This design comes from an exercise in tuning for small area and a short achievable clock period on the open sky130 flow, not from production work. RTL that was checked went through simulation tests only; none was proved equivalent to the original. No activity file was given, so power comes from the tool's default toggle rates.

==> flow/design.v <==
package dma_pkg;
  localparam int DMA_BEAT_W = 128;
  localparam int DMA_WORD_W = 32;
  localparam int DMA_LANES  = 4;
  localparam logic [15:0] DMA_HDR_MAGIC = 16'hD5A7;
  localparam int MAGIC_HI = 31;
  localparam int MAGIC_LO = 16;
  localparam int LEN_HI   = 15;
  localparam int LEN_LO   = 0;
  typedef enum logic {
    RX_HDR,
    RX_PAYLOAD
  } rx_state_e;
  function automatic logic [DMA_WORD_W-1:0] beat_lane(
    input logic [DMA_BEAT_W-1:0] beat,
    input logic [1:0]            lane
  );
    beat_lane = beat[lane*DMA_WORD_W +: DMA_WORD_W];
  endfunction
endpackage
module dma_rx_fifo #(
  parameter int DEPTH = 16,
  parameter int WIDTH = 128
) (
  input  logic                   clk,
  input  logic [DEPTH-1:0]       we,
  input  logic [WIDTH-1:0]       wdata,
  input  logic [DEPTH-1:0]       rd_oh,
  input  logic [3*DEPTH-1:0]     nsel,      
  output logic [WIDTH/4-1:0]     nxt_word,
  output logic [WIDTH/4-1:0]     hdr_word
);
  localparam int WW = WIDTH / 4;
  logic [DEPTH*WIDTH-1:0] mem;
  always_ff @(posedge clk) begin
    for (int e = 0; e < DEPTH; e++)
      if (we[e]) mem[e*WIDTH +: WIDTH] <= wdata;
  end
  always_comb begin
    nxt_word = '0;
    hdr_word = '0;
    for (int e = 0; e < DEPTH; e++) begin
      for (int l = 1; l < 4; l++)
        nxt_word = nxt_word | ({WW{nsel[3*e+l-1]}} & mem[e*WIDTH + l*WW +: WW]);
      hdr_word = hdr_word | ({WW{rd_oh[(e+DEPTH-1)%DEPTH]}} & mem[e*WIDTH +: WW]);
    end
  end
endmodule
module dma_rx_unpacker #(
  parameter int          FIFO_DEPTH = 16,
  parameter logic [15:0] HDR_MAGIC  = dma_pkg::DMA_HDR_MAGIC,
  localparam int         LVL_W      = $clog2(FIFO_DEPTH) + 1
) (
  input  logic                  clk,
  input  logic                  reset_n,
  input  logic [dma_pkg::DMA_BEAT_W-1:0] dma_read_data,
  input  logic                  dma_read_valid,
  output logic [dma_pkg::DMA_WORD_W-1:0] out_data,
  output logic                  out_valid,
  input  logic                  out_ready,
  output logic                  out_last,
  output logic [LVL_W-1:0]      fifo_level,
  output logic                  overflow,
  input  logic                  ovf_clr,
  output logic                  frame_err,
  output logic [31:0]           frame_cnt,
  output logic [31:0]           drop_cnt
);
  localparam int AW = $clog2(FIFO_DEPTH);
  logic [AW-1:0]           wr_ptr, wr_ptr_d;
  logic [FIFO_DEPTH-1:0]   wr_en;       
  logic [FIFO_DEPTH-1:0]   rd_oh, rd_oh_d;
  logic [3*FIFO_DEPTH-1:0] nsel;        
  logic [FIFO_DEPTH-1:0]   we;
  logic [LVL_W-1:0]        level_d;
  logic                    full, empty, lvl_le1, lvl_1;
  logic                    push, pop;
  logic                    pay;         
  logic                    ov;          
  logic [3:0]              lane, lane_d;   
  logic [15:0]             rem;
  logic                    rem1;        
  logic                    hdr_ok;      
  logic [15:0]             hdr_len;
  logic                    hdr_len0, hdr_len1;
  logic [31:0]             nxt_word, hdr_word, w_word;
  logic                    hs, hdr_act, accept, last, lane3;
  assign push = dma_read_valid & ~full;
  assign we   = {FIFO_DEPTH{dma_read_valid}} & wr_en;
  dma_rx_fifo #(
    .DEPTH (FIFO_DEPTH),
    .WIDTH (dma_pkg::DMA_BEAT_W)
  ) u_fifo (
    .clk      (clk),
    .we       (we),
    .wdata    (dma_read_data),
    .rd_oh    (rd_oh),
    .nsel     (nsel),
    .nxt_word (nxt_word),
    .hdr_word (hdr_word)
  );
  assign w_word  = dma_read_data[31:0];
  assign hs      = ov & out_ready;
  assign hdr_act = ~pay & ~empty;
  assign accept  = hdr_act & hdr_ok & ~hdr_len0;
  assign last    = rem1;
  assign lane3   = lane[3];
  assign pop     = (hdr_act & (~hdr_ok | hdr_len0)) | (hs & (last | lane3));
  logic sel_nxt, sel_hdr, sel_w, sel_hold;
  logic pay_d, empty_d, valid_d, rem1_d;
  assign sel_nxt  = accept | (hs & ~last & ~lane3);
  assign sel_hdr  = hs & ~last & lane3 & ~lvl_le1;
  assign sel_w    = pay & dma_read_valid & (empty | (hs & ~last & lane3 & lvl_1));
  assign sel_hold = ov & ~out_ready;
  logic inc, dec, keep;
  logic full_d, lvl_1_d, lvl_le1_d;
  logic lvl_2, lvl_top;
  logic [LVL_W-1:0] level_inc, level_dec;
  assign lvl_2     = (fifo_level == LVL_W'(2));
  assign lvl_top   = (fifo_level == LVL_W'(FIFO_DEPTH - 1));
  assign level_inc = fifo_level + 1'b1;
  assign level_dec = fifo_level - 1'b1;
  assign inc       = push & ~pop;
  assign dec       = pop & ~push;
  assign keep      = ~(inc | dec);
  assign level_d   = ({LVL_W{inc}} & level_inc) | ({LVL_W{dec}} & level_dec) |
                     ({LVL_W{keep}} & fifo_level);
  assign full_d    = ~pop & (full | (lvl_top & push));
  assign empty_d   = ~push & (empty | (lvl_1 & pop));
  assign lvl_1_d   = (empty & push) | (lvl_1 & keep) | (lvl_2 & dec);
  assign lvl_le1_d = empty_d | lvl_1_d;
  assign wr_ptr_d = wr_ptr + AW'(push);
  assign pay_d    = accept | (pay & ~(hs & last));
  assign valid_d  = pay_d & ~empty_d;
  assign rem1_d   = accept ? hdr_len1 : (hs ? (rem == 16'd2) : rem1);
  assign lane_d   = accept ? 4'b0010 : (hs ? (last ? 4'b0001 : {lane[2:0], lane[3]}) : lane);
  assign rd_oh_d  = pop ? {rd_oh[FIFO_DEPTH-2:0], rd_oh[FIFO_DEPTH-1]} : rd_oh;
  always_ff @(posedge clk or negedge reset_n) begin
    if (!reset_n) begin
      out_data  <= '0;
      out_valid <= 1'b0;
      out_last  <= 1'b0;
      ov        <= 1'b0;
    end else begin
      out_data  <= ({32{sel_nxt}}  & nxt_word) |
                   ({32{sel_hdr}}  & hdr_word) |
                   ({32{sel_w}}    & w_word)   |
                   ({32{sel_hold}} & out_data);
      out_valid <= valid_d;
      ov        <= valid_d;
      out_last  <= valid_d & rem1_d;
    end
  end
  logic [31:0] hdr_src;
  assign hdr_src = lvl_le1 ? w_word : hdr_word;
  always_ff @(posedge clk) begin
    hdr_ok   <= (hdr_src[31:16] == HDR_MAGIC);
    hdr_len  <= hdr_src[15:0];
    hdr_len0 <= (hdr_src[15:0] == 16'd0);
    hdr_len1 <= (hdr_src[15:0] == 16'd1);
  end
  always_ff @(posedge clk or negedge reset_n) begin
    if (!reset_n) begin
      pay        <= 1'b0;
      lane       <= 4'b0001;
      rem        <= '0;
      rem1       <= 1'b0;
      frame_err  <= 1'b0;
      wr_ptr     <= '0;
      wr_en      <= FIFO_DEPTH'(1);
      rd_oh      <= FIFO_DEPTH'(1);
      nsel       <= (3*FIFO_DEPTH)'(1);
      fifo_level <= '0;
      full       <= 1'b0;
      empty      <= 1'b1;
      lvl_le1    <= 1'b1;
      lvl_1      <= 1'b0;
    end else begin
      frame_err <= hdr_act & ~hdr_ok;
      pay       <= pay_d;
      rem1      <= rem1_d;
      lane      <= lane_d;
      rd_oh     <= rd_oh_d;
      for (int e = 0; e < FIFO_DEPTH; e++)
        for (int l = 0; l < 3; l++)
          nsel[3*e+l] <= rd_oh_d[e] & lane_d[l];
      if (accept)  rem <= hdr_len;
      else if (hs) rem <= rem - 16'd1;
      wr_ptr     <= wr_ptr_d;
      for (int e = 0; e < FIFO_DEPTH; e++)
        wr_en[e] <= (wr_ptr_d == AW'(e)) & ~full_d;
      fifo_level <= level_d;
      full       <= full_d;
      empty      <= empty_d;
      lvl_le1    <= lvl_le1_d;
      lvl_1      <= lvl_1_d;
    end
  end
  always_ff @(posedge clk or negedge reset_n) begin
    if (!reset_n)                   overflow <= 1'b0;
    else if (dma_read_valid & full) overflow <= 1'b1;
    else if (ovf_clr)               overflow <= 1'b0;
  end
  logic frame_done;
  assign frame_done = (hdr_act & hdr_ok & hdr_len0) | (hs & last);
  always_ff @(posedge clk or negedge reset_n) begin
    if (!reset_n) begin
      frame_cnt <= '0;
      drop_cnt  <= '0;
    end else begin
      if (frame_done)            frame_cnt <= frame_cnt + 32'd1;
      if (dma_read_valid & full) drop_cnt  <= drop_cnt + 32'd1;
    end
  end
endmodule
make LEC_CHECK=0 CAP_MARGIN=20 CORE_MARGIN=2 CORE_UTILIZATION=40 CTS_CLUSTER_DIAMETER=80 CTS_CLUSTER_SIZE=25 SETUP_SLACK_MARGIN=2.95 SLEW_MARGIN=20 finish   # period 5.5 ns
run.sh (not shown) runs the stock make flow with config.mk's settings and CLKGATE_MAP_FILE= SYNTH_SCRIPT=/design/flow/synth_recipe.tcl, a recipe that flattens the netlist after the stock synthesis.
Change:
--- a/flow/design.v
+++ b/flow/design.v
@@ -110,29 +110,14 @@
   logic pay_d, empty_d, valid_d, rem1_d;
   assign sel_nxt  = accept | (hs & ~last & ~lane3);
   assign sel_hdr  = hs & ~last & lane3 & ~lvl_le1;
   assign sel_w    = pay & dma_read_valid & (empty | (hs & ~last & lane3 & lvl_1));
   assign sel_hold = ov & ~out_ready;
-  logic inc, dec, keep;
-  logic full_d, lvl_1_d, lvl_le1_d;
-  logic lvl_2, lvl_top;
-  logic [LVL_W-1:0] level_inc, level_dec;
-  assign lvl_2     = (fifo_level == LVL_W'(2));
-  assign lvl_top   = (fifo_level == LVL_W'(FIFO_DEPTH - 1));
-  assign level_inc = fifo_level + 1'b1;
-  assign level_dec = fifo_level - 1'b1;
-  assign inc       = push & ~pop;
-  assign dec       = pop & ~push;
-  assign keep      = ~(inc | dec);
-  assign level_d   = ({LVL_W{inc}} & level_inc) | ({LVL_W{dec}} & level_dec) |
-                     ({LVL_W{keep}} & fifo_level);
-  assign full_d    = ~pop & (full | (lvl_top & push));
-  assign empty_d   = ~push & (empty | (lvl_1 & pop));
-  assign lvl_1_d   = (empty & push) | (lvl_1 & keep) | (lvl_2 & dec);
-  assign lvl_le1_d = empty_d | lvl_1_d;
+  assign level_d  = fifo_level + LVL_W'(push) - LVL_W'(pop);
   assign wr_ptr_d = wr_ptr + AW'(push);
   assign pay_d    = accept | (pay & ~(hs & last));
+  assign empty_d  = (level_d == '0);
   assign valid_d  = pay_d & ~empty_d;
   assign rem1_d   = accept ? hdr_len1 : (hs ? (rem == 16'd2) : rem1);
   assign lane_d   = accept ? 4'b0010 : (hs ? (last ? 4'b0001 : {lane[2:0], lane[3]}) : lane);
   assign rd_oh_d  = pop ? {rd_oh[FIFO_DEPTH-2:0], rd_oh[FIFO_DEPTH-1]} : rd_oh;
   always_ff @(posedge clk or negedge reset_n) begin
@@ -186,16 +171,16 @@
           nsel[3*e+l] <= rd_oh_d[e] & lane_d[l];
       if (accept)  rem <= hdr_len;
       else if (hs) rem <= rem - 16'd1;
       wr_ptr     <= wr_ptr_d;
       for (int e = 0; e < FIFO_DEPTH; e++)
-        wr_en[e] <= (wr_ptr_d == AW'(e)) & ~full_d;
+        wr_en[e] <= (wr_ptr_d == AW'(e)) & (level_d != LVL_W'(FIFO_DEPTH));
       fifo_level <= level_d;
-      full       <= full_d;
+      full       <= (level_d == LVL_W'(FIFO_DEPTH));
       empty      <= empty_d;
-      lvl_le1    <= lvl_le1_d;
-      lvl_1      <= lvl_1_d;
+      lvl_le1    <= (level_d[LVL_W-1:1] == '0);
+      lvl_1      <= (level_d == LVL_W'(1));
     end
   end
   always_ff @(posedge clk or negedge reset_n) begin
     if (!reset_n)                   overflow <= 1'b0;
     else if (dma_read_valid & full) overflow <= 1'b1;
The new run finished clean.
Die area barely changes.
Routed wire length grows by about 0.9%.
Worst setup slack loses 0.12 ns.
Clock-buffer cell count shrinks by 12.
Final area barely changes.
Area after synthesis stays flat.
Non-clock buffer count shrinks by 19.
Core utilization shrinks by 0.10 points.
Flip-flop and latch count is unchanged.
Via count hardly moves.
Maximum frequency shrinks by about 4.5%.
Clock skew shrinks by 0.0035 ns.
Combinational power grows by about 28%.
Global-route usage barely changes.
The RTL of the second run of this note was laid out without a check of its function.

[separate check: timing with driven ports]
No port has a modelled driver above. Below, the same layouts with a new extraction and two added sets of constraints.
Step 1 (the two cells are an assumption about what drives the block):
set clk [get_ports {clk}]
set_driving_cell -lib_cell sky130_fd_sc_hd__clkbuf_16 $clk
set_driving_cell -lib_cell sky130_fd_sc_hd__buf_2 [delete_from_list [all_inputs] $clk]
Step 2 times the ports against the registers' clock, not the clock port: input delays grow and output delays shrink by t, the midpoint of the rising clock arrivals with the driver on.
Three values: no drivers, after step 1, after step 2; two values: the first two.
| run | t, ns | setup WS [ns] | worst data-port slew with drivers (ns) |
|---|---|---|---|
| the first run | 0.869 | 2.886 / 2.862 / 2.327 | 0.13 |
| the second run | 0.865 | 2.763 / 2.780 / 1.929 | 0.18 |
After both steps every run listed still meets setup and hold. For the second run, which loses most, drivers alone change the setup slack by +0.017 ns; drivers and shift together by -0.834 ns.
